Source: an optimization exercise on an open RTL-to-GDS flow (aim: small area, a short achievable clock period and few clock cycles per item). Production flows keep margins and buffers that such runs may drop.
Where RTL was checked, it was by simulation tests only, not by an equivalence proof against the original.
For run 1, only the layout was checked, not whether the RTL still works.
No activity file was given, so power comes from the tool's default toggle rates.

--- flow/design.v ---
package ihsp_pkg;
    localparam logic [7:0] B_FF    = 8'hFF;
    localparam logic [7:0] B_SOI   = 8'hD8;
    localparam logic [7:0] B_APP0  = 8'hE0;
    localparam logic [7:0] B_PNG0  = 8'h89;
    localparam logic [7:0] B_SUB   = 8'h1A;
    localparam logic [7:0] B_CR    = 8'h0D;
    localparam logic [7:0] B_LF    = 8'h0A;
    localparam logic [7:0] C_J     = 8'h4A;
    localparam logic [7:0] C_F     = 8'h46;
    localparam logic [7:0] C_I     = 8'h49;
    localparam logic [7:0] C_G     = 8'h47;
    localparam logic [7:0] C_P     = 8'h50;
    localparam logic [7:0] C_N     = 8'h4E;
    localparam logic [7:0] C_H     = 8'h48;
    localparam logic [7:0] C_D     = 8'h44;
    localparam logic [7:0] C_R     = 8'h52;
    localparam int FIRST_WINDOW_END = 13;
    localparam int GIF_LAST_SIZE    = 9;
    localparam int PNG_LAST_SIZE    = 23;
    localparam int MIN_LEN_M1       = 23;
endpackage
module ihsp_track #(
    parameter int OFFSET_BITS = 20
) (
    input  logic                   clk,
    input  logic                   rst_n,
    input  logic                   take,       
    input  logic                   fin,        
    input  logic [7:0]             data_byte,
    input  logic                   jfif,       
    output logic [4:0]             pos,        
    output logic                   pos_small,  
    output logic [9:1][7:0]        hist,
    input  logic [OFFSET_BITS-6:0] upper,      
    output logic                   upper_one,  
    output logic                   upper_inc,  
    input  logic [15:0]            cnt,        
    output logic                   cnt_load,   
    output logic                   cnt_dec,    
    output logic [15:0]            seg_len,
    output logic                   load,       
    output logic                   wff_next    
);
    logic [4:0]             pos_reg;
    logic                   small_reg;
    logic                   load_at_reg;    
    logic                   wait_reg;
    logic                   ff10_reg, sof10_reg, ff11_reg;
    logic                   wff_reg;
    logic                   beyond_reg;     
    logic                   pos13, win_bad, walk_next, at_max, step;
    assign pos       = pos_reg;
    assign pos_small = small_reg;
    assign pos13     = small_reg && pos_reg == 5'(ihsp_pkg::FIRST_WINDOW_END);
    assign load      = take && load_at_reg && !beyond_reg;
    assign at_max    = !small_reg && upper == 15'h4000 && (&pos_reg);
    assign step      = take && !fin;
    assign seg_len   = {hist[9], hist[8]};
    assign win_bad   = !ff11_reg || sof10_reg;
    assign wff_next  = (load_at_reg && !beyond_reg) ? ff11_reg : wff_reg;
    assign walk_next = (pos13 ? jfif : 1'b1) && !win_bad;
    assign cnt_load  = step && load_at_reg && walk_next;
    assign cnt_dec   = step && !load_at_reg && wait_reg && cnt != 16'd0;
    assign upper_one = step && small_reg && (&pos_reg);
    assign upper_inc = step && !small_reg && (&pos_reg);
    always_ff @(posedge clk or negedge rst_n)
    begin
        if (!rst_n)
        begin
            pos_reg     <= '0;
            small_reg   <= 1'b1;
            load_at_reg <= 1'b0;
            wait_reg    <= 1'b0;
            beyond_reg  <= 1'b0;
        end
        else if (take)
        begin
            if (fin)
            begin
                pos_reg     <= '0;
                small_reg   <= 1'b1;
                load_at_reg <= 1'b0;
                wait_reg    <= 1'b0;
                beyond_reg  <= 1'b0;
            end
            else
            begin
                pos_reg <= pos_reg + 5'd1;
                if (&pos_reg)
                    small_reg <= 1'b0;
                if (at_max)
                    beyond_reg <= 1'b1;
                if (load_at_reg)
                    load_at_reg <= 1'b0;
                else
                    load_at_reg <= (small_reg && pos_reg == 5'(ihsp_pkg::FIRST_WINDOW_END - 1)) ||
                                   (wait_reg && cnt == 16'd0);
                if (load_at_reg)
                    wait_reg <= walk_next;
            end
        end
    end
    always_ff @(posedge clk)
    begin
        if (take)
        begin
            hist[1]   <= data_byte;
            for (int i = 2; i <= 9; i++)
                hist[i] <= hist[i-1];
            ff10_reg  <= hist[9] == ihsp_pkg::B_FF;
            sof10_reg <= (hist[9][7:2] == 6'b110000) || (hist[9] == 8'hC9) ||
                         (hist[9] == 8'hCA) || (hist[9] == 8'hCB);
            ff11_reg  <= ff10_reg;
        end
        if (load)
            wff_reg <= ff11_reg;
    end
endmodule
module ihsp_decode (
    input  logic                   clk,
    input  logic                   take,
    input  logic [7:0]             data_byte,
    input  logic [4:0]             pos,         
    input  logic                   pos_small,   
    input  logic                   wff_next,    
    output logic                   jfif,
    output logic                   f_jpeg,      
    output logic                   res_jpeg,    
    output logic                   res_gif,
    output logic                   res_png,
    output logic                   f_gif,       
    output logic                   f_png        
);
    logic       f_jfif;
    logic       hdr, long_enough;
    logic [7:0] d;
    assign d           = data_byte;
    assign hdr         = pos_small && !pos[4];               
    assign long_enough = !pos_small || pos >= 5'(ihsp_pkg::MIN_LEN_M1);
    always_ff @(posedge clk)
    begin
        if (take && hdr)
        begin
            case (pos[3:0])
                4'd0:
                begin
                    f_jpeg <= d == ihsp_pkg::B_FF;
                    f_jfif <= 1'b1;
                    f_gif  <= d == ihsp_pkg::C_G;
                    f_png  <= d == ihsp_pkg::B_PNG0;
                end
                4'd1:
                begin
                    f_jpeg <= f_jpeg && d == ihsp_pkg::B_SOI;
                    f_gif  <= f_gif  && d == ihsp_pkg::C_I;
                    f_png  <= f_png  && d == ihsp_pkg::C_P;
                end
                4'd2:
                begin
                    f_jfif <= f_jfif && d == ihsp_pkg::B_FF;
                    f_gif  <= f_gif  && d == ihsp_pkg::C_F;
                    f_png  <= f_png  && d == ihsp_pkg::C_N;
                end
                4'd3:
                begin
                    f_jfif <= f_jfif && d == ihsp_pkg::B_APP0;
                    f_png  <= f_png  && d == ihsp_pkg::C_G;
                end
                4'd4: f_png <= f_png && d == ihsp_pkg::B_CR;
                4'd5: f_png <= f_png && d == ihsp_pkg::B_LF;
                4'd6:
                begin
                    f_jfif <= f_jfif && d == ihsp_pkg::C_J;
                    f_png  <= f_png  && d == ihsp_pkg::B_SUB;
                end
                4'd7:
                begin
                    f_jfif <= f_jfif && d == ihsp_pkg::C_F;
                    f_png  <= f_png  && d == ihsp_pkg::B_LF;
                end
                4'd8:  f_jfif <= f_jfif && d == ihsp_pkg::C_I;
                4'd9:  f_jfif <= f_jfif && d == ihsp_pkg::C_F;
                4'd12: f_png  <= f_png && d == ihsp_pkg::C_I;
                4'd13: f_png  <= f_png && d == ihsp_pkg::C_H;
                4'd14: f_png  <= f_png && d == ihsp_pkg::C_D;
                4'd15: f_png  <= f_png && d == ihsp_pkg::C_R;
                default: ;
            endcase
        end
    end
    assign jfif = f_jpeg && f_jfif;
    assign res_jpeg = long_enough && f_jpeg && wff_next;
    assign res_gif  = long_enough && f_gif;
    assign res_png  = long_enough && f_png;
endmodule
module image_header_size_parser #(
    parameter int OFFSET_BITS = 20
) (
    input  logic        clk,
    input  logic        rst_n,
    input  logic        in_valid,
    output logic        in_ready,
    input  logic [7:0]  in_data,
    input  logic        in_last,
    output logic        out_valid,
    input  logic        out_ready,
    output logic        out_status,
    output logic [1:0]  out_format,
    output logic [31:0] out_width,
    output logic [31:0] out_height
);
    logic              ready_reg;
    logic              first_reg;
    logic              out_valid_reg;
    logic              queued_reg;
    logic              status_reg;
    logic [1:0]        format_reg;
    logic [3:0][7:0]   width_reg, height_reg;
    logic              take, fin, hold_out, result_in, fail_in, clear_all, clear_high;
    logic              first_next, out_valid_next, queued_next;
    logic [4:0]        pos;
    logic              pos_small;
    logic [9:1][7:0]   hist;
    logic              load, wff_next, jfif;
    logic              cnt_load, cnt_dec, upper_one, upper_inc;
    logic [15:0]       height_high;
    logic [15:0]       seg_len;
    logic              f_jpeg, f_gif, f_png;
    logic              res_jpeg, res_gif, res_png;
    logic [3:0]        wr_w, wr_h;
    logic              at_jpeg;
    assign take     = in_valid && ready_reg;
    assign height_high = {height_reg[3], height_reg[2]};
    assign fin      = take && in_last;
    assign in_ready = ready_reg;
    assign hold_out = out_valid_reg && !out_ready;
    ihsp_track #(
        .OFFSET_BITS (OFFSET_BITS)
    ) u_track (
        .clk        (clk),
        .rst_n      (rst_n),
        .take       (take),
        .fin        (fin),
        .data_byte  (in_data),
        .jfif       (jfif),
        .pos        (pos),
        .pos_small  (pos_small),
        .hist       (hist),
        .upper      (height_high[OFFSET_BITS-6:0]),
        .upper_one  (upper_one),
        .upper_inc  (upper_inc),
        .cnt        ({width_reg[3], width_reg[2]}),
        .cnt_load   (cnt_load),
        .cnt_dec    (cnt_dec),
        .seg_len    (seg_len),
        .load       (load),
        .wff_next   (wff_next)
    );
    ihsp_decode u_decode (
        .clk        (clk),
        .take       (take),
        .data_byte  (in_data),
        .pos        (pos),
        .pos_small  (pos_small),
        .wff_next   (wff_next),
        .jfif       (jfif),
        .f_jpeg     (f_jpeg),
        .res_jpeg   (res_jpeg),
        .res_gif    (res_gif),
        .res_png    (res_png),
        .f_gif      (f_gif),
        .f_png      (f_png)
    );
    always_comb
    begin
        first_next     = take ? fin : first_reg;
        out_valid_next = fin || (out_valid_reg && (queued_reg || !out_ready));
        queued_next    = (fin && hold_out) || (queued_reg && !out_ready);
    end
    always_ff @(posedge clk or negedge rst_n)
    begin
        if (!rst_n)
        begin
            ready_reg     <= 1'b1;
            first_reg     <= 1'b1;
            out_valid_reg <= 1'b0;
            queued_reg    <= 1'b0;
        end
        else
        begin
            ready_reg     <= !queued_next && (!out_valid_next || first_next);
            first_reg     <= first_next;
            out_valid_reg <= out_valid_next;
            queued_reg    <= queued_next;
        end
    end
    assign result_in  = fin && !hold_out;
    assign fail_in    = !(res_jpeg || res_gif || res_png);
    assign clear_all  = (result_in && fail_in) || (queued_reg && out_ready);
    assign clear_high = clear_all || (result_in && !res_png);
    always_ff @(posedge clk)
    begin
        if (result_in)
        begin
            status_reg <= fail_in;
            format_reg <= res_jpeg ? 2'd0 : res_gif ? 2'd1 : res_png ? 2'd2 : 2'd3;
        end
        else if (queued_reg && out_ready)
        begin
            status_reg <= 1'b1;
            format_reg <= 2'd3;
        end
    end
    assign at_jpeg = load && f_jpeg;
    always_comb
    begin
        for (int i = 0; i < 4; i++)
        begin
            wr_w[i] = take && pos_small && f_png && pos == 5'(19 - i);
            wr_h[i] = take && pos_small && f_png && pos == 5'(23 - i);
        end
        wr_w[0] = wr_w[0] || at_jpeg || (take && pos_small && f_gif && pos == 5'd6);
        wr_w[1] = wr_w[1] || at_jpeg || (take && pos_small && f_gif && pos == 5'd7);
        wr_h[0] = wr_h[0] || at_jpeg || (take && pos_small && f_gif && pos == 5'd8);
        wr_h[1] = wr_h[1] || at_jpeg || (take && pos_small && f_gif && pos == 5'd9);
    end
    always_ff @(posedge clk)
    begin
        for (int i = 0; i < 2; i++)
        begin
            if (clear_all)
            begin
                width_reg[i]  <= 8'd0;
                height_reg[i] <= 8'd0;
            end
            else
            begin
                if (wr_w[i])
                    width_reg[i]  <= at_jpeg ? hist[3+i] : in_data;
                if (wr_h[i])
                    height_reg[i] <= at_jpeg ? hist[5+i] : in_data;
            end
        end
        if (clear_high)
            {height_reg[3], height_reg[2]} <= 16'd0;
        else if (f_png)
        begin
            if (wr_h[3])
                height_reg[3] <= in_data;
            if (wr_h[2])
                height_reg[2] <= in_data;
        end
        else if (upper_one)
            {height_reg[3], height_reg[2]} <= 16'd1;
        else if (upper_inc)
            {height_reg[3], height_reg[2]} <= {1'b0, height_high[13:0],
                                               height_high[14] ^ height_high[13]};
        if (clear_high)
            {width_reg[3], width_reg[2]} <= 16'd0;
        else if (cnt_load)
            {width_reg[3], width_reg[2]} <= seg_len;
        else if (cnt_dec)
            {width_reg[3], width_reg[2]} <= {width_reg[3], width_reg[2]} - 16'd1;
        else
        begin
            if (wr_w[3])
                width_reg[3] <= in_data;
            if (wr_w[2])
                width_reg[2] <= in_data;
        end
    end
    assign out_valid  = out_valid_reg;
    assign out_status = status_reg;
    assign out_format = format_reg;
    assign out_width  = width_reg;
    assign out_height = height_reg;
endmodule
--- flow/flow/run.sh ---
#!/bin/bash
# Standard layout (the standard.sh, unchanged synthesis), with two changes:
# plain buf_1 cells as the port buffers instead of the default delay buffers, and no
# dummy loads in the clock tree.
set -euo pipefail
export BUFFER_PORTS_ARGS="-buffer_cell sky130_fd_sc_hd__buf_1"
export CTS_ARGS="-sink_clustering_enable -repair_clock_nets -dont_use_dummy_load -buf_list sky130_fd_sc_hd__clkbuf_8"
bash standard.sh > standard.log 2>&1
--- flow/standard.sh ---
#!/bin/bash
# synth_recipe.tcl (not shown) runs the flow's synth.tcl, then flattens the netlist and writes it again
# the make line also repeats each setting of config.mk as NAME=value (left out here)
make -C /OpenROAD-flow-scripts/flow DESIGN_CONFIG=/design/flow/config.mk WORK_HOME=/design/flow/orfs CLKGATE_MAP_FILE= SYNTH_SCRIPT=/design/flow/synth_recipe.tcl "${@:-finish}"
--- flow/config.mk ---
export PLATFORM = sky130hd
export DESIGN_NAME = image_header_size_parser
export DESIGN_NICKNAME = image_header_size_parser
export VERILOG_FILES = /design/flow/design.v
export SDC_FILE = /design/flow/constraint.sdc
export NUM_CORES = 4
export LEC_CHECK = 0
export CAP_MARGIN = 20
export CORE_MARGIN = 2
export CORE_UTILIZATION = 55
export SETUP_SLACK_MARGIN = 3.4
export SLEW_MARGIN = 20
--- flow/constraint.sdc ---
create_clock -name core_clock -period 5.5 [get_ports {clk}]
set_input_delay 1.1000 -clock core_clock [delete_from_list [all_inputs] [get_ports {clk}]]
set_output_delay 1.1000 -clock core_clock [all_outputs]
set_load 0.01 [all_outputs]
==> results.cfg, run 1 <==
[run_status]
status = complete, no violations

[synth]
yosysTopAreaCell = edfxtp_1
synth.area.top_cells = edfxtp_1 34%, dfxtp_1 17%, nand2_1 4.4%, nor2_1 4.3%, dfrtp_1 3.4%
synth_area_mm2 = 0.00735
synth_commonest_cells = 87 x nand2_1, 85 x nor2_1, 83 x edfxtp_1
yosysSeqAreaShare = 0.558
ys_warn_count = 3
syn_inst = 708
post-synth-top-count-cell = nand2_1
synth-edff-count = 83
async_flop_share = 0.0813
ys_types = 82
ys.flop_type = edfxtp_1
ys_seq_elements = 160
syn-num-nets = 728
netlist.area_leader.share = 0.339
syn_area_per_cell_um2 = 10.4

[setup_path]
critPathArrivalTime_ns = 2.81
regToRegSetupSlack_ns = 3.20
r2r_start = u_track.pos_reg[0]$_DFFE_PN0P_
critPathMaxFanout = 3
critPathRequiredTime_ns = 5.80
r2r_cells = 8
path_cells = buf_1 > buf_6 > or4b_4 > or2_4 > nor2_4 > o311ai_2 > or3_1 > o21ai_1
critPathBufInv = 2
slowest_delay_ns = 0.57
cp_slowest_cell = or4b_4
critPathKind = primary input to flip-flop
endpoint_kind = flip-flop
crit_family = simple AND/OR/NAND/NOR gates
worstSetupStartpointType = primary input
worstReg2RegEnd = height_reg[16]$_SDFFE_PP0P_

[worst_hold_path]
min-delay-start = u_track.hist[7]$_DFFE_PP_
hold_end = u_track.hist[15]$_DFFE_PP_
hold_path_class = flip-flop to flip-flop
whs_path_depth = 0

[clock_tree]
cts_buffer_depth = 2
cts-root-buf = clkbuf_8
cts.clk_slew.worst_paths_ns = 0.07
ctsHtreeMaxLevel = 4
cts_buffers = 17
clock_latency_ns = 0.46
cts_sinks = 160
tritoncts = built

[grt]
grt-ovfl-total = 0
grt_max_degree = 45
grt_pass1_vias = 5915
grt_pass1_wl_mm = 32.8
grt_antenna_before_repair = 0
grt_usage = 0.299

[die]
initial_core_util = 0.560
num_io_pins = 82
row_count = 42
die_x_um = 120
core_mm2 = 0.0131
dieArea_mm2 = 0.0143
die_y_um = 120

[placed_design]
post-place-ws_ns = 1.65
place_congestion = 0.944
place_area_mm2 = 0.00809
dp_hpwl_mm = 12.8
io_buffer_count = 81

[timing]
tightest_slew_ns = 0.765
fin_crit_ns = 2.51
clock_skew_ns = 0.0238
timing.slew.headroom = 0.490
setup_violations = 0
rsz0062_at_grt = yes
final_max_slew_viol_count = 0
finalCritPeriodShare = 0.457
worst_slack_ns = 2.99
tns_ns = 0
hold_viol_final = 0
fmax_ghz = 0.398

[pwr]
cellPowerDensity_mw_per_mm2 = 327
cellLeakagePower_nw = 3.51
power_mw = 3.13
ir_worst_vdd_v = 0.000286

[layout]
fin_nets = 871
num_antenna_cells = 0
drive_gt1_frac = 0.350
syn_to_final_growth_pct = 30.3
final_cell_area_mm2 = 0.00958
largest_reg_flops = 72

[drt]
drc = 0
drtIter0Drc = 782
routed_wl_mm = 22.5
drt_first_pass_iters = 5
wl_per_cell_um = 22.0
detail-route-antenna-nets = 0
vias = 6611
avgViaCountPerCell = 6.45

[run]
maxCapViolations = 0
## layer usage
metal | up-vias | GRT usage | wire [um]
li1 | 2981 | - | -
met1 | 3199 | 0.429 | 9280
met2 | 380 | 0.453 | 10500
met3 | 51 | 0.0713 | 2120
met4 | 0 | 0.0912 | 588
met5 | - | 0 | 0
## logic make-up (layout without fill, tap and decap cells)
group | after synthesis | count (layout) | share of synthesized area
simple gates | 279 | 280 | 0.190
compound gates | 182 | 185 | 0.177
flops | 160 | 160 | 0.558
buf+inv | 56 | 193 | 0.0308
mux | 15 | 15 | 0.0211
xor+xnor | 9 | 9 | 0.0107
fa+ha+maj | 7 | 7 | 0.0119
## power breakdown
part	internal (mW)	total (mW)	switching, mW
registers	1.42	1.57	0.151
clock network	0.273	0.640	0.367
logic	0.357	0.919	0.561
total	2.05	3.13	1.08
## placed cells by master, fill, tap and decap left out, types with 9 or more instances in the layout
cell type   n
inv_1       9
mux2i_1    11
buf_12     10
dfxtp_4    15
edfxtp_1   83
buf_4      60
nand4_1    11
nor3_1     11
nor2_1     75
dfxtp_2    17
nand3_1    13
dfxtp_1    32
a221oi_2   13
clkbuf_2   11
a211oi_1    9
buf_2      24
a21oi_1    21
o21ai_0    36
buf_1      42
clkbuf_8   17
nand2_1    78
a311oi_1   19
buf_6      10
## metrics by stage
step	instances	hold WS, ns	util
final	1025	0.404	0.729
after global routing	1025	0.409	0.729
after CTS	995	0.405	0.695
after detailed placement	932	0.405	0.616
after global placement	932	0.401	0.616
after floorplan	708	0.400	-
## layout make-up
type	instances	area [um2]
Sequential cell	160	4190
Inverter	13	65.1
Multi-Input combinational cell	496	3690
Timing Repair inverter	3	26.3
Timing Repair Buffer	160	1160
Fill cell	927	3550
Clock buffer	17	234
Tap cell	176	220
## how the worst max path moves through the flow
| stage | from | end | slack, ns | cells after the start |
|---|---|---|---|---|
| final | in_data[7] | u_decode.f_png$_DFFE_PP_ | 2.99 | 8 |
| after global routing | in_data[7] | u_decode.f_png$_DFFE_PP_ | 2.96 | 8 |
| after CTS | in_data[4] | u_decode.f_png$_DFFE_PP_ | 3.07 | 8 |
| after detailed placement | in_valid | height_reg[3]$_SDFFE_PP0P_ | 1.65 | 8 |
| after global placement | in_valid | height_reg[4]$_SDFFE_PP0P_ | 1.83 | 8 |
| after floorplan | in_data[5] | u_decode.f_png$_DFFE_PP_ | 2.89 | 6 |
## worst register-to-register path, delay by kind of cell (launching register included)
family          cells  cell delay (ns)
flops               1             0.44
fa+ha+maj           2             0.44
buf+inv             1             0.15
compound gates      3             0.58
simple gates        2             0.64
## timing repair
action,CTS,global route
gates cloned,6,3
pin swaps,18,27
hold buffers,0,0
endpoints found under the setup margin,104,89
gates resized for setup,134,58
buffers inserted,40,27
==> run 2, diff against run 1 <==
--- a/flow/design.v
+++ b/flow/design.v
@@ -119,8 +119,7 @@
 endmodule
 module ihsp_decode (
     input  logic                   clk,
-    input  logic                   take,
-    input  logic [7:0]             data_byte,
+    input  logic [7:0]             last_byte,   
     input  logic [4:0]             pos,         
     input  logic                   pos_small,   
     input  logic                   wff_next,    
@@ -133,58 +132,57 @@
     output logic                   f_png        
 );
     logic       f_jfif;
-    logic       hdr, long_enough;
+    logic       long_enough;
     logic [7:0] d;
-    assign d           = data_byte;
-    assign hdr         = pos_small && !pos[4];               
+    assign d           = last_byte;
     assign long_enough = !pos_small || pos >= 5'(ihsp_pkg::MIN_LEN_M1);
     always_ff @(posedge clk)
     begin
-        if (take && hdr)
+        if (pos_small)
         begin
-            case (pos[3:0])
-                4'd0:
+            case (pos)
+                5'd1:
                 begin
                     f_jpeg <= d == ihsp_pkg::B_FF;
                     f_jfif <= 1'b1;
                     f_gif  <= d == ihsp_pkg::C_G;
                     f_png  <= d == ihsp_pkg::B_PNG0;
                 end
-                4'd1:
+                5'd2:
                 begin
                     f_jpeg <= f_jpeg && d == ihsp_pkg::B_SOI;
                     f_gif  <= f_gif  && d == ihsp_pkg::C_I;
                     f_png  <= f_png  && d == ihsp_pkg::C_P;
                 end
-                4'd2:
+                5'd3:
                 begin
                     f_jfif <= f_jfif && d == ihsp_pkg::B_FF;
                     f_gif  <= f_gif  && d == ihsp_pkg::C_F;
                     f_png  <= f_png  && d == ihsp_pkg::C_N;
                 end
-                4'd3:
+                5'd4:
                 begin
                     f_jfif <= f_jfif && d == ihsp_pkg::B_APP0;
                     f_png  <= f_png  && d == ihsp_pkg::C_G;
                 end
-                4'd4: f_png <= f_png && d == ihsp_pkg::B_CR;
-                4'd5: f_png <= f_png && d == ihsp_pkg::B_LF;
-                4'd6:
+                5'd5: f_png <= f_png && d == ihsp_pkg::B_CR;
+                5'd6: f_png <= f_png && d == ihsp_pkg::B_LF;
+                5'd7:
                 begin
                     f_jfif <= f_jfif && d == ihsp_pkg::C_J;
                     f_png  <= f_png  && d == ihsp_pkg::B_SUB;
                 end
-                4'd7:
+                5'd8:
                 begin
                     f_jfif <= f_jfif && d == ihsp_pkg::C_F;
                     f_png  <= f_png  && d == ihsp_pkg::B_LF;
                 end
-                4'd8:  f_jfif <= f_jfif && d == ihsp_pkg::C_I;
-                4'd9:  f_jfif <= f_jfif && d == ihsp_pkg::C_F;
-                4'd12: f_png  <= f_png && d == ihsp_pkg::C_I;
-                4'd13: f_png  <= f_png && d == ihsp_pkg::C_H;
-                4'd14: f_png  <= f_png && d == ihsp_pkg::C_D;
-                4'd15: f_png  <= f_png && d == ihsp_pkg::C_R;
+                5'd9:  f_jfif <= f_jfif && d == ihsp_pkg::C_I;
+                5'd10: f_jfif <= f_jfif && d == ihsp_pkg::C_F;
+                5'd13: f_png  <= f_png && d == ihsp_pkg::C_I;
+                5'd14: f_png  <= f_png && d == ihsp_pkg::C_H;
+                5'd15: f_png  <= f_png && d == ihsp_pkg::C_D;
+                5'd16: f_png  <= f_png && d == ihsp_pkg::C_R;
                 default: ;
             endcase
         end
@@ -259,8 +257,7 @@
     );
     ihsp_decode u_decode (
         .clk        (clk),
-        .take       (take),
-        .data_byte  (in_data),
+        .last_byte  (hist[1]),
         .pos        (pos),
         .pos_small  (pos_small),
         .wff_next   (wff_next),
--- a/flow/config.mk
+++ b/flow/config.mk
@@ -7,6 +7,6 @@
 export LEC_CHECK = 0
 export CAP_MARGIN = 20
 export CORE_MARGIN = 2
-export CORE_UTILIZATION = 55
-export SETUP_SLACK_MARGIN = 3.4
+export CORE_UTILIZATION = 65
+export SETUP_SLACK_MARGIN = 3.3
 export SLEW_MARGIN = 20
==> results.cfg, run 2 <==
[run_status]
status = complete, no violations

[placed_design]
io_buffer_count = 81
place_congestion = 0.966
dp_hpwl_mm = 13.2
place_area_mm2 = 0.00778
post-place-ws_ns = 2.22

[layout]
num_antenna_cells = 0
largest_reg_flops = 72
final_common_cell = edfxtp_1
syn_to_final_growth_pct = 26.3
drive_gt1_frac = 0.252
final_cell_mix = 83 x edfxtp_1, 73 x buf_1, 69 x nor2_1
final_cell_area_mm2 = 0.00906
fin_nets = 841
finish.utilization = 0.839

[worst_hold_path]
hold_path_class = flip-flop to flip-flop
whs_path_depth = 0

[clock_tree]
tritoncts = built
cts_buffer_depth = 2
cts-root-buf = clkbuf_8
ctsHtreeMaxLevel = 4
cts_buffers = 17
cts.clk_slew.worst_paths_ns = 0.08
cts_sinks = 160
clock_latency_ns = 0.45

[setup_path]
r2r_cells = 7
worstSetupStartpointType = flip-flop
critPathArrivalTime_ns = 2.84
critPathKind = flip-flop to flip-flop
regToRegSetupSlack_ns = 3.03
endpoint_kind = flip-flop
critPathRequiredTime_ns = 5.87
critPathMaxFanout = 5

[synth]
yosysTopAreaCell = edfxtp_1
synth-compound-area-share = 0.190
syn_area_per_cell_um2 = 10.4
netlist.area_leader.share = 0.348
synth.area.top_cells = edfxtp_1 35%, dfxtp_1 18%, a21oi_1 4.5%, nor2_1 3.9%, dfrtp_1 3.5%
syn-num-nets = 708
synth_fa_ha_area_frac = 0.0140
synth_top_family_by_area = compound AO/OA/AOI/OAI gates
synthMuxAreaShare = 0.00593
ys_seq_elements = 160
synth_xor_area_frac = 0.0159
yosysSeqAreaShare = 0.572
ys.flop_type = edfxtp_1
synth-edff-count = 83
synth_area_mm2 = 0.00717
synth_commonest_cells = 83 x edfxtp_1, 74 x nor2_1, 64 x a21oi_1, 64 x dfxtp_1, 49 x nand2_1
post-synth-top-count-cell = edfxtp_1
yosys.area_share.simple = 0.175
syn_inst = 687
async_flop_share = 0.0813
ys_types = 64
ys_warn_count = 3

[drt]
avgViaCountPerCell = 6.98
detail-route-antenna-nets = 0
wl_per_cell_um = 24.2
drtIter0Drc = 1116
vias = 6686
routed_wl_mm = 23.2
drt_first_pass_iters = 8
drc = 0

[timing]
setup_violations = 0
hold_viol_final = 0
rsz0062_at_grt = yes
fin_crit_ns = 2.47
clock_skew_ns = 0.0257
tightest_slew_ns = 0.951
tns_ns = 0
fmax_ghz = 0.405
timing.slew.headroom = 0.366
finalCritPeriodShare = 0.449
final_max_slew_viol_count = 0
worst_slack_ns = 3.03

[pwr]
cellLeakagePower_nw = 3.23
ir_worst_vdd_v = 0.000322
cellPowerDensity_mw_per_mm2 = 335

[grt]
grt-ovfl-total = 0
grt_pass1_wl_mm = 33.8
grt_max_degree = 79
grt_usage = 0.385
grt_pass1_vias = 6107
grt_antenna_before_repair = 0

[die]
initial_core_util = 0.664
row_count = 38
core_mm2 = 0.0108
num_io_pins = 82
die_x_um = 109
dieArea_mm2 = 0.0119
die_y_um = 109

[run]
maxCapViolations = 0
run 2: cell count changes after synthesis, moves of 8 or more:
cell / change
a311oi_1: -21
a22oi_1: +8
nor2_1: -11
nand2_1: -38
a21oi_1: +39
nor3_1: +21
mux2i_1: -9
a211oi_1: +18
run 2: final timing paths:
check,end,startpoint
hold reg to reg,u_track.hist[23]$_DFFE_PP_,u_track.hist[15]$_DFFE_PP_
min in group asynchronous,queued_reg$_DFF_PN0_,rst_n
hold / removal,u_track.hist[23]$_DFFE_PP_,u_track.hist[15]$_DFFE_PP_
setup / recovery,width_reg[30]$_SDFFE_PP0P_,width_reg[21]$_SDFFE_PP0P_
max in group asynchronous,u_track.pos_reg[3]$_DFFE_PN0P_,rst_n
setup reg to reg,width_reg[30]$_SDFFE_PP0P_,width_reg[21]$_SDFFE_PP0P_
run 2: critical path: stages (launching register included):
cell	delay, ns
dfxtp_4	0.37
or4_4	0.58
or3_1	0.38
nand2b_1	0.19
nor4_1	0.44
nand2b_1	0.18
a21oi_1	0.10
nor3_2	0.14
run 2: kinds of logic after synthesis:
| logic type | Yosys count |
|---|---|
| and+or+nand+nor | 249 |
| AOI/OAI and AO/OA | 206 |
| DFF | 160 |
| buffers and inverters | 47 |
| xor gates and xnor gates | 13 |
| adders and majority gates | 8 |
| muxes | 4 |
run 2: area by class of cell:
cell class              instances  area [um2]
well taps                     140         175
repair buffers                146         955
inverters                      12        52.6
clock buffers                  17         234
flip-flops and latches        160        4140
multi-input cells             483        3500
fillers                       579        1740
run 2: where the power goes:
group	switching [mW]	total [mW]	internal, mW
combinational	0.505	0.817	0.313
sequential	0.148	1.57	1.42
clock	0.379	0.652	0.273
run 2: through the flow:
step | hold slack, ns | power, mW | std cells
after detailed placement | 0.405 | 2.19 | 878
after global placement | 0.401 | 2.17 | 878
after global routing | 0.431 | 3.14 | 958
final | 0.412 | 3.03 | 958
after floorplan | 0.400 | 2.00 | 687
after CTS | 0.418 | 2.94 | 942
run 2: timing repair:
item	in CTS	in global routing
setup buffers	43	15
resized for setup	83	45
pin swaps	32	18
hold buffers	0	0
gates cloned	4	1
setup endpoints to repair	152	77
run 2: routing by layer:
layer / GRT usage / wire (um) / vias to the layer above
li1: - / - / 2876
met1: 0.516 / 8520 / 3152
met2: 0.597 / 10700 / 534
met3: 0.0897 / 2730 / 124
met4: 0.178 / 1180 / 0
met5: 0 / 0 / -
Testbench counts of run 2, summed over its fixed seeds: cycles 354,302, bytes 354,294.
==> run 3, diff against run 2 <==
--- a/flow/config.mk
+++ b/flow/config.mk
@@ -7,6 +7,6 @@
 export LEC_CHECK = 0
 export CAP_MARGIN = 20
 export CORE_MARGIN = 2
-export CORE_UTILIZATION = 65
+export CORE_UTILIZATION = 45
 export SETUP_SLACK_MARGIN = 3.3
 export SLEW_MARGIN = 20
==> results.cfg, run 3 <==
[timing]
worst_slack_ns = 3.14
setup_violations = 0
final_max_slew_viol_count = 0
tightest_slew_ns = 0.807
hold_viol_final = 0
fmax_ghz = 0.423
timing.slew.headroom = 0.462
fin_crit_ns = 2.36
clock_skew_ns = 0.0295
rsz0062_at_grt = yes
tns_ns = 0
finalCritPeriodShare = 0.430

[drt]
drc = 0
wl_per_cell_um = 21.4
drt_first_pass_iters = 6
avgViaCountPerCell = 6.17
vias = 6257
routed_wl_mm = 21.7
detail-route-antenna-nets = 0
drtIter0Drc = 706

[setup_path]
path_cells = or4_4 > nor4b_4 > buf_4 > a31oi_4 > nor2_4 > buf_6 > nand2_8 > a21oi_2 > a311oi_1
critPathMaxFanout = 6
critPathKind = flip-flop to flip-flop
r2r_start = width_reg[20]$_SDFFE_PP0P_
slowest_delay_ns = 0.57
critPathRequiredTime_ns = 5.79
crit_family = simple AND/OR/NAND/NOR gates
worstSetupStartpointType = flip-flop
critPathArrivalTime_ns = 2.66
endpoint_kind = flip-flop
startpoint = width_reg[20]$_SDFFE_PP0P_
critPathBufInv = 2
cp_slowest_cell = or4_4

[pwr]
internal_power_mw = 1.98
pwr-share-comb = 0.253
switching_power_mw = 0.990
clockPowerShare = 0.217
power_mw = 2.97
ir_worst_vdd_v = 0.000174
cellLeakagePower_nw = 3.08
switching_share = 0.333
p_seq_frac = 0.529
cellPowerDensity_mw_per_mm2 = 334

[synth]
ys.flop_type = edfxtp_1
syn_area_per_cell_um2 = 10.4
syn_inst = 687
ys_warn_count = 3
synth_commonest_cells = 83 x edfxtp_1, 74 x nor2_1, 64 x a21oi_1, 64 x dfxtp_1, 49 x nand2_1
yosysTopAreaCell = edfxtp_1
yosysSeqAreaShare = 0.572
netlist.area_leader.share = 0.348
ys_types = 64
synth.area.top_cells = edfxtp_1 35%, dfxtp_1 18%, a21oi_1 4.5%, nor2_1 3.9%, dfrtp_1 3.5%
synth_area_mm2 = 0.00717
async_flop_share = 0.0813
post-synth-top-count-cell = edfxtp_1
ys_seq_elements = 160
synth-edff-count = 83
syn-num-nets = 708

[clock_tree]
cts-root-buf = clkbuf_8
cts_sinks = 160
cts_buffers = 17
hold_buffers = 0
ctsHtreeMaxLevel = 4
clock_latency_ns = 0.45
cts_buffer_depth = 2
tritoncts = built
cts.clk_slew.worst_paths_ns = 0.09

[placed_design]
io_buffer_count = 81
place_area_mm2 = 0.00786
dp_hpwl_mm = 13.8
post-place-ws_ns = 1.98
place_congestion = 0.872

[grt]
grt_antenna_before_repair = 0
grt_usage = 0.258
grt_max_degree = 79
grt-ovfl-total = 0
grt_pass1_wl_mm = 32.9
grt_pass1_vias = 5734

[die]
initial_core_util = 0.456
row_count = 46
dieArea_mm2 = 0.0170
die_x_um = 130
num_io_pins = 82
die_y_um = 130
core_mm2 = 0.0157

[layout]
final_cell_mix = 83 x edfxtp_1, 75 x buf_1, 69 x nor2_1
final_cell_area_mm2 = 0.00889
syn_to_final_growth_pct = 24.0
fin_nets = 821
largest_reg_flops = 72
final_common_cell = edfxtp_1
num_antenna_cells = 0
drive_gt1_frac = 0.226

[worst_hold_path]
min-delay-start = u_track.hist[12]$_DFFE_PP_
hold_path_class = flip-flop to flip-flop

[run_status]
status = complete, no violations

[run]
maxCapViolations = 0
-- run 3: cell count changes in the layout (fill, tap and decap cells not counted), moves of 3 or more --
cell / delta
a21oi_1: -3
a21oi_2: +4
buf_12: -4
buf_4: -14
dfxtp_1: -4
dfxtp_2: +5
-- run 3: cells by family after synthesis --
kind of cell | after synthesis | share of synthesized area
buffers and inverters | 47 | 0.0267
XOR/XNOR | 13 | 0.0159
flip-flops | 160 | 0.572
adder cells (fa/ha/maj) | 8 | 0.0140
AO/OA/AOI/OAI | 206 | 0.190
AND/OR/NAND/NOR | 249 | 0.175
multiplexers | 4 | 0.00593
-- run 3: per-layer routing --
metal	vias up	global-route usage	share of wire
li1	2829	-	-
met1	3074	0.364	0.44
met2	301	0.396	0.46
met3	53	0.0578	0.071
met4	0	0.0886	0.025
met5	-	0	0
-- run 3: worst register-to-register path, stage by stage (launching register included) --
cell and delay (ns):
dfxtp_4 0.35, or4_4 0.57, nor4b_4 0.27, buf_4 0.18, a31oi_4 0.16, nor2_4 0.27
buf_6 0.15, nand2_8 0.07, a21oi_2 0.15, a311oi_1 0.05
-- run 3: power groups by stage --
stage	registers, mW	clock network (mW)	logic [mW]
floorplan	1.53	0	0.464
global placement	1.60	0	0.583
detailed placement	1.60	0	0.593
CTS	1.56	0.658	0.720
global route	1.59	0.704	0.813
finish	1.57	0.645	0.752
-- run 3: worst paths after layout --
path                            cells past startpoint                             end  slack (ns)
min in group asynchronous                           1  u_track.pos_reg[1]$_DFFE_PN0P_        0.70
worst min register to register                      0      u_track.hist[20]$_DFFE_PP_        0.41
worst max register to register                      9      width_reg[29]$_SDFFE_PP0P_        3.14
worst min-delay path                                0      u_track.hist[20]$_DFFE_PP_        0.41
worst max-delay path                                9      width_reg[29]$_SDFFE_PP0P_        3.14
max in group asynchronous                           1  u_track.pos_reg[2]$_DFFE_PN0P_        4.25
-- run 3: layout make-up --
cell class,instances,area (um2)
Fill cell,1342,6820
Sequential cell,160,4130
Multi-Input combinational cell,483,3470
Timing Repair Buffer,126,729
Tap cell,216,270
Clock buffer,17,234
Inverter,12,52.6
-- run 3: repair_timing --
| item | CTS | global route |
|---|---|---|
| gates cloned | 3 | 0 |
| resized for setup | 85 | 31 |
| setup buffers | 31 | 10 |
| pin swaps | 32 | 11 |
| endpoints found under the setup margin | 150 | 81 |
-- run 3: through the flow --
stage,std cells,hold WS [ns],util
floorplan,687,0.400,-
global placement,953,0.402,0.500
detailed placement,953,0.405,0.500
CTS,1004,0.415,0.553
global route,1014,0.419,0.566
finish,1014,0.414,0.566
==> run 4, diff against run 3 <==
--- a/flow/design.v
+++ b/flow/design.v
@@ -61,7 +61,7 @@
     assign wff_next  = (load_at_reg && !beyond_reg) ? ff11_reg : wff_reg;
     assign walk_next = (pos13 ? jfif : 1'b1) && !win_bad;
     assign cnt_load  = step && load_at_reg && walk_next;
-    assign cnt_dec   = step && !load_at_reg && wait_reg && cnt != 16'd0;
+    assign cnt_dec   = step && !load_at_reg && wait_reg;
     assign upper_one = step && small_reg && (&pos_reg);
     assign upper_inc = step && !small_reg && (&pos_reg);
     always_ff @(posedge clk or negedge rst_n)
--- a/flow/config.mk
+++ b/flow/config.mk
@@ -8,5 +8,5 @@
 export CAP_MARGIN = 20
 export CORE_MARGIN = 2
 export CORE_UTILIZATION = 45
-export SETUP_SLACK_MARGIN = 3.3
+export SETUP_SLACK_MARGIN = 3.2
 export SLEW_MARGIN = 20
==> results.cfg, run 4 <==
[placed_design]
io_buffer_count = 81
post-place-ws_ns = 1.66
place_congestion = 0.874
post-place-cells = 1005
dp_hpwl_mm = 14.0

[layout]
ff_latch_area_mm2 = 0.00412
largest_reg_flops = 72
fin_nets = 870
finish.utilization = 0.547
final_common_cell = nand2_1
num_antenna_cells = 0
nFillCells = 1493
final_cell_mix = 86 x nand2_1, 83 x nor2_1, 83 x edfxtp_1
fin_cells = 1068
multi_input_area_mm2 = 0.00351
drive_gt1_frac = 0.182
syn_to_final_growth_pct = 20.2

[synth]
yosysSeqAreaShare = 0.551
synth-edff-count = 83
synth_commonest_cells = 94 x nand2_1, 88 x nor2_1, 83 x edfxtp_1
netlist.area_leader.share = 0.335
ys_types = 76
async_flop_share = 0.0813
syn_area_per_cell_um2 = 10.0
syn-num-nets = 762
syn_inst = 742
post-synth-top-count-cell = nand2_1
yosysTopAreaCell = edfxtp_1
synth_area_mm2 = 0.00744
ys_seq_elements = 160
ys_warn_count = 3
synth.area.top_cells = edfxtp_1 33%, dfxtp_1 17%, nand2_1 4.7%, nor2_1 4.4%, dfrtp_1 3.4%
ys.flop_type = edfxtp_1

[pwr]
pwr-share-comb = 0.306
switching_power_mw = 1.07
switching_share = 0.340
p_seq_frac = 0.489
power_mw = 3.14
internal_power_mw = 2.07
cellLeakagePower_nw = 3.11
ir_worst_vdd_v = 0.000195
cellPowerDensity_mw_per_mm2 = 351
clockPowerShare = 0.205

[drt]
detail-route-antenna-nets = 0
avgViaCountPerCell = 5.98
drt_first_pass_iters = 5
drtIter0Drc = 573
vias = 6384
wl_per_cell_um = 20.7
drc = 0
routed_wl_mm = 22.1

[setup_path]
worstSetupStartpointType = flip-flop
critPathBufInv = 1
path_cells = ha_4 > buf_6 > nand2b_1 > a21oi_1 > or3_4 > or3_4 > mux2i_1 > o31ai_1
cpMostUsedCell = or3_4
critPathMaxFanout = 4
critPathArrivalTime_ns = 2.55
slowest_delay_ns = 0.45
crit_family = simple AND/OR/NAND/NOR gates
endpoint_kind = flip-flop
critPathKind = flip-flop to flip-flop
cp_slowest_cell = dfrtp_2
critPathRequiredTime_ns = 5.77

[timing]
tightest_slew_ns = 0.791
timing.slew.headroom = 0.472
tns_ns = 0
worst_slack_ns = 3.21
fin_crit_ns = 2.29
finalCritPeriodShare = 0.416
fmax_ghz = 0.437
hold_viol_final = 0
final_max_slew_viol_count = 0
clock_skew_ns = 0.0354
setup_violations = 0
rsz0062_at_grt = yes

[clock_tree]
cts_sinks = 160
clock_latency_ns = 0.46
tritoncts = built
cts.clk_slew.worst_paths_ns = 0.08
cts_buffer_depth = 2
ctsHtreeMaxLevel = 4
cts-root-buf = clkbuf_8
cts_buffers = 17

[die]
dieArea_mm2 = 0.0176
die_y_um = 133
core_mm2 = 0.0163
num_io_pins = 82
die_x_um = 133
initial_core_util = 0.455
row_count = 47

[run_status]
status = complete, no violations

[grt]
grt_antenna_before_repair = 0
grt_usage = 0.250
grt_max_degree = 44
grt_pass1_vias = 6093
grt_pass1_wl_mm = 34.2
grt-ovfl-total = 0

[worst_hold_path]
hold_path_class = flip-flop to flip-flop

[run]
maxCapViolations = 0
run 4: cell type report:
class	count	share of cell area
flip-flops and latches	160	0.460
multi-input cells	531	0.392
repair buffers	126	0.0800
well taps	220	0.0308
clock buffers	17	0.0262
inverters	12	0.00825
repair inverters	2	0.00224
run 4: cell families (layout without fill, tap and decap cells):
logic type,count (synthesis),after routing,synth area share
AND/OR/NAND/NOR,343,344,0.228
AO/OA/AOI/OAI,167,168,0.157
flip-flops,160,160,0.551
buffers and inverters,53,157,0.0363
XOR/XNOR,8,8,0.00942
adder cells (fa/ha/maj),7,7,0.0118
multiplexers,4,4,0.00605
run 4: worst paths after layout:
check	from	endpoint	slack [ns]	depth (start not counted)
worst max-delay path	u_track.pos_reg[0]$_DFFE_PN0P_	u_decode.f_png$_DFFE_PP_	3.21	8
worst min-delay path	u_track.hist[14]$_DFFE_PP_	u_track.hist[22]$_DFFE_PP_	0.39	0
worst max register to register	u_track.pos_reg[0]$_DFFE_PN0P_	u_decode.f_png$_DFFE_PP_	3.21	8
worst min register to register	u_track.hist[14]$_DFFE_PP_	u_track.hist[22]$_DFFE_PP_	0.39	0
max in group asynchronous	rst_n	u_track.pos_reg[4]$_DFFE_PN0P_	4.22	1
min in group asynchronous	rst_n	u_track.beyond_reg$_DFFE_PN0P_	0.70	1
run 4: what timing repair did:
item,4_1_cts,5_1_grt
gates resized for setup,50,32
buffers inserted,18,24
hold buffers,0,0
pin swaps,4,13
gates cloned,2,2
endpoints found under the setup margin,72,51
run 4: worst register-to-register path, cell delays in order, from the launching register on:
cell,delay (ns)
dfrtp_2,0.45
ha_4,0.18
buf_6,0.12
nand2b_1,0.16
a21oi_1,0.09
or3_4,0.34
or3_4,0.39
mux2i_1,0.12
o31ai_1,0.26
run 4: per-layer routing:
metal / up-vias / part of all wire / global-route usage
li1: 2956 / - / -
met1: 3126 / 0.43 / 0.334
met2: 267 / 0.49 / 0.408
met3: 35 / 0.064 / 0.0494
met4: 0 / 0.019 / 0.0878
met5: - / 0 / 0
run 4: stage by stage:
step	instance area, um2	hold WS (ns)
2_1_floorplan	7670	0.400
6_report	8950	0.390
4_1_cts	8580	0.390
3_3_place_gp	7960	0.401
3_5_place_dp	7960	0.405
5_1_grt	8950	0.411
run 4: power by group through the flow:
stage / registers [mW] / logic [mW] / clock network [mW]
after detailed placement: 1.62 / 0.656 / 0
after floorplan: 1.53 / 0.564 / 0
after global routing: 1.55 / 1.04 / 0.704
after CTS: 1.55 / 0.822 / 0.658
final: 1.53 / 0.962 / 0.645
after global placement: 1.61 / 0.640 / 0
Testbench counts of run 4, summed over its fixed seeds: cycles 354,302, bytes 354,294.
==> run 5, diff against run 4 <==
--- a/flow/config.mk
+++ b/flow/config.mk
@@ -8,5 +8,5 @@
 export CAP_MARGIN = 20
 export CORE_MARGIN = 2
 export CORE_UTILIZATION = 45
-export SETUP_SLACK_MARGIN = 3.2
+export SETUP_SLACK_MARGIN = 3.4
 export SLEW_MARGIN = 20
==> results.cfg, run 5 <==
[timing]
fmax_ghz = 0.438
whs_ns = 0.418
tightest_slew_ns = 0.917
rsz0062_at_grt = yes
worst_slack_ns = 3.22
fin_crit_ns = 2.28
final_max_slew_viol_count = 0
timing.slew.headroom = 0.389
hold_viol_final = 0
finalCritPeriodShare = 0.415
clock_skew_ns = 0.0392
tns_ns = 0
setup_violations = 0

[setup_path]
critPathRequiredTime_ns = 5.76
critPathMaxFanout = 9
worstSetupStartpointType = flip-flop
critPathArrivalTime_ns = 2.54
endpoint_kind = flip-flop
regToRegSetupSlack_ns = 3.22
critPathKind = flip-flop to flip-flop

[die]
die_x_um = 133
num_io_pins = 82
core_mm2 = 0.0163
initial_core_util = 0.455
die_y_um = 133
dieArea_mm2 = 0.0176
row_count = 47

[drt]
drc = 0
avgViaCountPerCell = 6.02
dr_wl_met3_mm = 1.72
met1_length_mm = 9.94
routed_wl_mm = 24.1
drt_first_pass_iters = 6
vias = 6752
wl_met2_mm = 11.5
wl_per_cell_um = 21.5
top_layer = met4
drtIter0Drc = 707
detail-route-antenna-nets = 0

[grt]
grt_antenna_before_repair = 0
grt_pass1_wl_mm = 35.4
grt_max_degree = 44
grt-ovfl-total = 0
grt_pass1_vias = 6314
grt_usage = 0.262

[run]
maxCapViolations = 0

[synth]
yosysTopAreaCell = edfxtp_1
synth_commonest_cells = 94 x nand2_1, 88 x nor2_1, 83 x edfxtp_1
netlist.area_leader.share = 0.335
synth_area_mm2 = 0.00744
ys_types = 76
syn_area_per_cell_um2 = 10.0
synth-edff-count = 83
yosysSeqAreaShare = 0.551
post-synth-top-count-cell = nand2_1
ys_warn_count = 3
synth.area.top_cells = edfxtp_1 33%, dfxtp_1 17%, nand2_1 4.7%, nor2_1 4.4%, dfrtp_1 3.4%
ys.flop_type = edfxtp_1
syn-num-nets = 762
syn_inst = 742
ys_seq_elements = 160
async_flop_share = 0.0813

[layout]
fin_nets = 923
final_common_cell = nand2_1
nFillCells = 1346
num_antenna_cells = 0
final_cell_mix = 84 x nand2_1, 83 x edfxtp_1, 79 x nor2_1
largest_reg_flops = 72
syn_to_final_growth_pct = 33.0
drive_gt1_frac = 0.370
finish.utilization = 0.605

[placed_design]
place_congestion = 0.885
post-place-ws_ns = 1.83
io_buffer_count = 81
dp_hpwl_mm = 13.9

[clock_tree]
tritoncts = built
ctsHtreeMaxLevel = 4
cts_buffers = 17
cts_buffer_depth = 2
clock_latency_ns = 0.46
cts.clk_slew.worst_paths_ns = 0.07
cts-root-buf = clkbuf_8
hold_buffers = 0
cts_sinks = 160

[pwr]
cellPowerDensity_mw_per_mm2 = 330
cellLeakagePower_nw = 3.68
ir_worst_vdd_v = 0.000168

[run_status]
status = complete, no violations

[worst_hold_path]
hold_path_class = flip-flop to flip-flop
[run 5: final timing paths]
check / from / endpoint / cells past startpoint
max: u_track.pos_reg[3]$_DFFE_PN0P_ / u_decode.f_png$_DFFE_PP_ / 7
min: u_track.hist[13]$_DFFE_PP_ / u_track.hist[21]$_DFFE_PP_ / 0
max reg2reg: u_track.pos_reg[3]$_DFFE_PN0P_ / u_decode.f_png$_DFFE_PP_ / 7
min reg2reg: u_track.hist[13]$_DFFE_PP_ / u_track.hist[21]$_DFFE_PP_ / 0
max in group asynchronous: rst_n / u_track.pos_reg[4]$_DFFE_PN0P_ / 1
min in group asynchronous: rst_n / queued_reg$_DFF_PN0_ / 1
[run 5: per-layer routing]
layer,GRT usage,up-vias
met5,0,-
met4,0.136,0
met3,0.0533,61
met2,0.416,313
met1,0.340,3304
li1,-,3074
[run 5: through the flow]
step | std cells | power, mW | instance area, um2
after floorplan | 742 | 2.11 | 7730
after global placement | 1006 | 2.26 | 7990
after detailed placement | 1006 | 2.27 | 7990
after CTS | 1075 | 3.13 | 9090
after global routing | 1121 | 3.41 | 9900
final | 1121 | 3.27 | 9900
[run 5: critical path, cell delays in order, from the launching register on]
cell      delay (ns)
dfrtp_4         0.51
buf_12          0.15
or2_2           0.31
o22ai_1         0.29
xor2_1          0.11
nor4_1          0.34
o211ai_1        0.13
o31ai_1         0.25
[run 5: cells by family (layout without fill, tap and decap cells)]
logic type,count (synthesis),count (layout),synth area share
simple gates,343,346,0.228
compound gates,167,169,0.157
flops,160,160,0.551
buf+inv,53,207,0.0363
xor+xnor,8,8,0.00942
fa+ha+maj,7,7,0.0118
mux,4,4,0.00605
[run 5: cell type report]
| class | count | area [um2] | area share |
|---|---|---|---|
| timing repair buffer | 175 | 1310 | 0.133 |
| multi-input combinational | 534 | 3770 | 0.381 |
| inverter | 12 | 65.1 | 0.00657 |
| sequential | 160 | 4210 | 0.425 |
| clock buffer | 17 | 234 | 0.0236 |
| tap | 220 | 275 | 0.0278 |
| timing repair inverter | 3 | 26.3 | 0.00265 |
[run 5: what timing repair did]
action	4_1_cts	5_1_grt
buffers inserted	44	43
endpoints found under the setup margin	114	103
gates cloned	8	3
pin swaps	14	42
gates resized for setup	137	115
[run 5: power by group]
group | internal, mW | total, mW | switching [mW]
Combinational | 0.460 | 1.09 | 0.628
Clock | 0.273 | 0.647 | 0.374
Sequential | 1.41 | 1.54 | 0.122
Total | 2.15 | 3.27 | 1.13
==> run 6, diff against run 5 <==
--- a/flow/config.mk
+++ b/flow/config.mk
@@ -8,5 +8,5 @@
 export CAP_MARGIN = 20
 export CORE_MARGIN = 2
 export CORE_UTILIZATION = 45
-export SETUP_SLACK_MARGIN = 3.4
+export SETUP_SLACK_MARGIN = 3.3
 export SLEW_MARGIN = 20
==> results.cfg, run 6 <==
[worst_hold_path]
whs_path_depth = 0
hold_path_class = flip-flop to flip-flop
min-delay-start = u_track.hist[8]$_DFFE_PP_
hold_end = u_track.hist[16]$_DFFE_PP_

[drt]
wl_per_cell_um = 20.8
drtIter0Drc = 563
avgViaCountPerCell = 5.97
drc = 0
drt_first_pass_iters = 6
vias = 6413
routed_wl_mm = 22.4
detail-route-antenna-nets = 0

[pwr]
cellPowerDensity_mw_per_mm2 = 345
switching_power_mw = 1.08
clockPowerShare = 0.203
p_seq_frac = 0.491
ir_worst_vdd_v = 0.000183
switching_share = 0.342
pwr-share-comb = 0.307
internal_power_mw = 2.08
power_mw = 3.16
cellLeakagePower_nw = 3.19

[synth]
ys_types = 76
async_flop_share = 0.0813
yosysTopAreaCell = edfxtp_1
syn-num-nets = 762
synth-edff-count = 83
synth.area.top_cells = edfxtp_1 33%, dfxtp_1 17%, nand2_1 4.7%, nor2_1 4.4%, dfrtp_1 3.4%
ys_seq_elements = 160
syn_area_per_cell_um2 = 10.0
syn_inst = 742
synth_area_mm2 = 0.00744
post-synth-top-count-cell = nand2_1
netlist.area_leader.share = 0.335
ys.flop_type = edfxtp_1
ys_warn_count = 3
synth_commonest_cells = 94 x nand2_1, 88 x nor2_1, 83 x edfxtp_1
yosysSeqAreaShare = 0.551

[setup_path]
endpoint_kind = flip-flop
r2r_start = u_track.pos_reg[0]$_DFFE_PN0P_
r2r_cells = 7
crit_family = compound AO/OA/AOI/OAI gates
critPathMaxFanout = 22
critPathKind = primary input to flip-flop
cp_slowest_cell = a221o_4
critPathArrivalTime_ns = 2.54
critPathBufInv = 3
regToRegSetupSlack_ns = 3.30
slowest_delay_ns = 0.42
worstReg2RegEnd = u_decode.f_png$_DFFE_PP_
worstSetupStartpointType = primary input
path_cells = clkbuf_4 > nand2_8 > clkinv_16 > and3_4 > buf_12 > a221o_4 > o21ai_0 > nor2_1
critPathRequiredTime_ns = 5.84

[timing]
hold_viol_final = 0
rsz0062_at_grt = yes
setup_violations = 0
clock_skew_ns = 0.0320
fmax_ghz = 0.453
tightest_slew_ns = 0.886
worst_slack_ns = 3.29
timing.slew.headroom = 0.410
finalCritPeriodShare = 0.402
tns_ns = 0
final_max_slew_viol_count = 0
fin_crit_ns = 2.21

[die]
num_io_pins = 82
core_mm2 = 0.0163
row_count = 47
die_x_um = 133
dieArea_mm2 = 0.0176
die_y_um = 133
initial_core_util = 0.455

[layout]
largest_reg_flops = 72
syn_to_final_growth_pct = 23.2
num_antenna_cells = 0
multi_input_area_mm2 = 0.00362
final_cell_mix = 86 x nand2_1, 83 x nor2_1, 83 x edfxtp_1
fin_nets = 877
drive_gt1_frac = 0.220
ff_latch_area_mm2 = 0.00414
final_common_cell = nand2_1
nFillCells = 1486

[clock_tree]
cts.clk_slew.worst_paths_ns = 0.07
tritoncts = built
cts_sinks = 160
cts_buffers = 17
cts-root-buf = clkbuf_8
ctsHtreeMaxLevel = 4
hold_buffers = 0
cts_buffer_depth = 2
clock_latency_ns = 0.46

[grt]
grt_pass1_vias = 5964
grt_antenna_before_repair = 1
grt_max_degree = 44
grt-ovfl-total = 0
grt_pass1_wl_mm = 33.8
grt_usage = 0.249

[run]
maxCapViolations = 0

[placed_design]
post-place-ws_ns = 1.87
place_congestion = 0.859
io_buffer_count = 81
dp_hpwl_mm = 13.7

[run_status]
status = complete, no violations
==> run 6: cell counts after synthesis <==
No cell type changed its count.
==> run 6: layer usage <==
layer	global-route usage	wire length, um
met5	0	0
met4	0.107	796
met3	0.0464	1320
met2	0.386	10500
met1	0.342	9720
==> run 6: logic make-up after synthesis <==
logic type,synth area share
AND/OR/NAND/NOR,0.228
AO/OA/AOI/OAI,0.157
XOR/XNOR,0.00942
flip-flops,0.551
adder cells (fa/ha/maj),0.0118
multiplexers,0.00605
buffers and inverters,0.0363
==> run 6: layout make-up <==
class / count / share of cell area
Inverter: 12 / 0.00846
Timing Repair Buffer: 132 / 0.0881
Timing Repair inverter: 2 / 0.00191
Clock buffer: 17 / 0.0255
Multi-Input combinational cell: 532 / 0.394
Tap cell: 220 / 0.0300
Sequential cell: 160 / 0.451
==> run 6: stage by stage <==
stage                     cells  hold WS [ns]   util  instance area (um2)
final                      1075         0.421  0.561                 9170
after global routing       1075         0.432  0.561                 9170
after CTS                  1056         0.422  0.539                 8810
after detailed placement   1005         0.405  0.488                 7980
after global placement     1005         0.401  0.488                 7970
after floorplan             742         0.400      -                 7700
==> run 6: worst max-delay path by stage <==
stage	from	end	cells after the start
floorplan	in_valid	height_reg[10]$_SDFFE_PP0P_	9
global placement	in_valid	width_reg[10]$_SDFFE_PP0P_	9
detailed placement	in_valid	width_reg[13]$_SDFFE_PP0P_	9
CTS	width_reg[30]$_SDFFE_PP0P_	out_width[30]	1
global route	u_track.pos_reg[0]$_DFFE_PN0P_	u_decode.f_png$_DFFE_PP_	8
finish	in_valid	width_reg[10]$_SDFFE_PP0P_	8
==> run 6: worst register-to-register path: cells and delay by family, from the launching register on <==
| kind | cells | cell delay, ns |
|---|---|---|
| buffers and inverters | 1 | 0.15 |
| adder cells (fa/ha/maj) | 2 | 0.38 |
| AO/OA/AOI/OAI | 2 | 0.28 |
| flip-flops | 1 | 0.48 |
| AND/OR/NAND/NOR | 2 | 0.74 |
==> run 6: power groups by stage <==
stage	registers [mW]	clock network [mW]	logic, mW
after floorplan	1.53	0	0.568
after global placement	1.58	0	0.676
after detailed placement	1.59	0	0.687
after CTS	1.54	0.655	0.868
after global routing	1.56	0.702	1.04
final	1.55	0.641	0.969
==> run 6: what timing repair did <==
item | in CTS | in global routing
pin swaps | 11 | 12
setup endpoints to repair | 76 | 82
setup buffers | 29 | 18
gates cloned | 5 | 1
resized for setup | 66 | 56
==> run 7, diff against run 6 <==
==> flow/flow/run.sh (replaced) <==
#!/bin/bash
# Standard layout (the standard.sh, unchanged synthesis), with two changes:
# plain buf_1 cells as the port buffers instead of the default delay buffers, and no
# dummy loads in the clock tree.
set -euo pipefail
export BUFFER_PORTS_ARGS="-buffer_cell sky130_fd_sc_hd__buf_1"
export CTS_ARGS="-sink_clustering_enable -repair_clock_nets -dont_use_dummy_load -buf_list sky130_fd_sc_hd__clkbuf_8 -sink_clustering_size 24 -sink_clustering_max_diameter 80"
bash standard.sh > standard.log 2>&1
==> results.cfg, run 7 <==
[layout]
final_cell_mix = 86 x nand2_1, 83 x nor2_1, 83 x edfxtp_1
syn_to_final_growth_pct = 23.2
largest_reg_flops = 72
drive_gt1_frac = 0.220
final_common_cell = nand2_1
num_antenna_cells = 0
fin_nets = 877

[clock_tree]
clock_latency_ns = 0.46
cts_buffers = 17
tritoncts = built
cts-root-buf = clkbuf_8
cts.clk_slew.worst_paths_ns = 0.07
cts_sinks = 160
ctsHtreeMaxLevel = 4
cts_buffer_depth = 2

[setup_path]
r2r_cells = 7
critPathKind = primary input to flip-flop
regToRegSetupSlack_ns = 3.30
critPathRequiredTime_ns = 5.84
critPathMaxFanout = 22
endpoint_kind = flip-flop
r2r_start = u_track.pos_reg[0]$_DFFE_PN0P_
worstSetupStartpointType = primary input
worstReg2RegEnd = u_decode.f_png$_DFFE_PP_
critPathArrivalTime_ns = 2.54

[worst_hold_path]
whs_path_depth = 0
min-delay-start = u_track.hist[8]$_DFFE_PP_
hold_path_class = flip-flop to flip-flop
hold_end = u_track.hist[16]$_DFFE_PP_

[drt]
met1_length_mm = 9.72
vias = 6413
detail-route-antenna-nets = 0
drc = 0
wl_met2_mm = 10.5
dr_wl_met3_mm = 1.32
top_layer = met4
wl_per_cell_um = 20.8
drt_first_pass_iters = 6
drtIter0Drc = 563
avgViaCountPerCell = 5.97
routed_wl_mm = 22.4

[timing]
rsz0062_at_grt = yes
fin_crit_ns = 2.21
final_max_slew_viol_count = 0
finalCritPeriodShare = 0.402
tightest_slew_ns = 0.886
tns_ns = 0
worst_slack_ns = 3.29
timing.slew.headroom = 0.410
hold_viol_final = 0
clock_skew_ns = 0.0320
setup_violations = 0
fmax_ghz = 0.453

[grt]
grt-ovfl-total = 0
grt_pass1_wl_mm = 33.8
grt_usage = 0.249
grt_pass1_vias = 5964
grt_antenna_before_repair = 1
grt_max_degree = 44

[synth]
post-synth-top-count-cell = nand2_1
async_flop_share = 0.0813
ys_warn_count = 3
syn-num-nets = 762
synth-edff-count = 83
ys.flop_type = edfxtp_1
syn_area_per_cell_um2 = 10.0
synth_area_mm2 = 0.00744
ys_seq_elements = 160
syn_inst = 742
yosysSeqAreaShare = 0.551
yosysTopAreaCell = edfxtp_1
ys_types = 76
synth_commonest_cells = 94 x nand2_1, 88 x nor2_1, 83 x edfxtp_1
netlist.area_leader.share = 0.335
synth.area.top_cells = edfxtp_1 33%, dfxtp_1 17%, nand2_1 4.7%, nor2_1 4.4%, dfrtp_1 3.4%

[run]
maxCapViolations = 0

[placed_design]
io_buffer_count = 81
dp_hpwl_mm = 13.7
place_congestion = 0.859
post-place-ws_ns = 1.87

[die]
num_io_pins = 82
die_y_um = 133
initial_core_util = 0.455
row_count = 47
die_x_um = 133
core_mm2 = 0.0163
dieArea_mm2 = 0.0176

[run_status]
status = complete, no violations

[pwr]
cellLeakagePower_nw = 3.19
cellPowerDensity_mw_per_mm2 = 345
ir_worst_vdd_v = 0.000183
run 7: metal layers:
layer	GRT usage	up-vias
met2	0.386	274
li1	-	2963
met1	0.342	3125
met5	0	-
met4	0.107	0
met3	0.0464	51
run 7: logic make-up (layout without fill, tap and decap cells):
kind of cell / count (synthesis) / after routing / share of synthesized area
mux: 4 / 4 / 0.00605
xor+xnor: 8 / 8 / 0.00942
buf+inv: 53 / 163 / 0.0363
compound gates: 167 / 168 / 0.157
simple gates: 343 / 345 / 0.228
flops: 160 / 160 / 0.551
fa+ha+maj: 7 / 7 / 0.0118
run 7: worst max path at each step:
stage                                         from                           to  slack [ns]  cells past startpoint
floorplan                                 in_valid  height_reg[10]$_SDFFE_PP0P_        3.01                      9
global placement                          in_valid   width_reg[10]$_SDFFE_PP0P_        1.94                      9
detailed placement                        in_valid   width_reg[13]$_SDFFE_PP0P_        1.87                      9
CTS                     width_reg[30]$_SDFFE_PP0P_                out_width[30]        3.29                      1
global route        u_track.pos_reg[0]$_DFFE_PN0P_     u_decode.f_png$_DFFE_PP_        3.19                      8
finish                                    in_valid   width_reg[10]$_SDFFE_PP0P_        3.29                      8
run 7: repair_timing:
| action | CTS | global route |
|---|---|---|
| pin swaps | 11 | 12 |
| hold buffers | 0 | 0 |
| cloned | 5 | 1 |
| resized for setup | 66 | 56 |
| buffers inserted | 29 | 18 |
| setup endpoints to repair | 76 | 82 |
run 7: power breakdown:
| part | leakage (nW) | internal (mW) | switching (mW) |
|---|---|---|---|
| clock | 0.122 | 0.273 | 0.368 |
| combinational | 1.60 | 0.391 | 0.578 |
| sequential | 1.47 | 1.42 | 0.135 |
run 7: stage by stage:
| step | std cells | power [mW] | utilization | hold slack, ns | area [um2] |
|---|---|---|---|---|---|
| 6_report | 1075 | 3.16 | 0.561 | 0.421 | 9170 |
| 5_1_grt | 1075 | 3.30 | 0.561 | 0.432 | 9170 |
| 4_1_cts | 1056 | 3.06 | 0.539 | 0.422 | 8810 |
| 3_5_place_dp | 1005 | 2.27 | 0.488 | 0.405 | 7980 |
| 3_3_place_gp | 1005 | 2.26 | 0.488 | 0.401 | 7970 |
| 2_1_floorplan | 742 | 2.09 | - | 0.400 | 7700 |
run 7: cell type report:
cell class                 instances  area [um2]
timing repair buffer             132         808
timing repair inverter             2        17.5
multi-input combinational        532        3620
inverter                          12        77.6
fill                            1486        7180
tap                              220         275
clock buffer                      17         234
sequential                       160        4140
run 7: worst max-delay path: stages:
cell,delay [ns]
clkbuf_4,0.15
nand2_8,0.12
clkinv_16,0.11
and3_4,0.21
buf_12,0.15
a221o_4,0.42
o21ai_0,0.19
nor2_1,0.05

[re-timing with driven ports]
The flow's constraints put no driver on any port. The routed layouts listed below were extracted and timed again, unchanged, in two steps. Step 1 assumes that a clkbuf_16 drives the clock port and a buf_2 every other input. Step 2, shift: input delay + t, output delay - t, t = (earliest + latest rising clock arrival at the registers) / 2. This alone moves slack from input paths to output paths. a / b / c = ideal / step 1 / step 2; a / b = the first two.
run	shift t [ns]	setup slack, ns	worst register clock-pin slew, ns
run 1	0.484	2.988 / 3.007 / 2.523	0.09 / 0.09
run 2	0.479	3.032 / 3.032 / 2.618	0.09 / 0.09
run 3	0.469	3.138 / 3.138 / 2.747	0.09 / 0.09
run 4	0.481	3.214 / 3.214 / 2.794	0.09 / 0.09
run 5	0.480	3.219 / 3.219 / 2.859	0.10 / 0.10
run 6	0.479	3.292 / 3.274 / 2.795	0.09 / 0.09
run 7	0.479	3.292 / 3.274 / 2.795	0.09 / 0.09
After both steps every run listed still meets setup and hold.
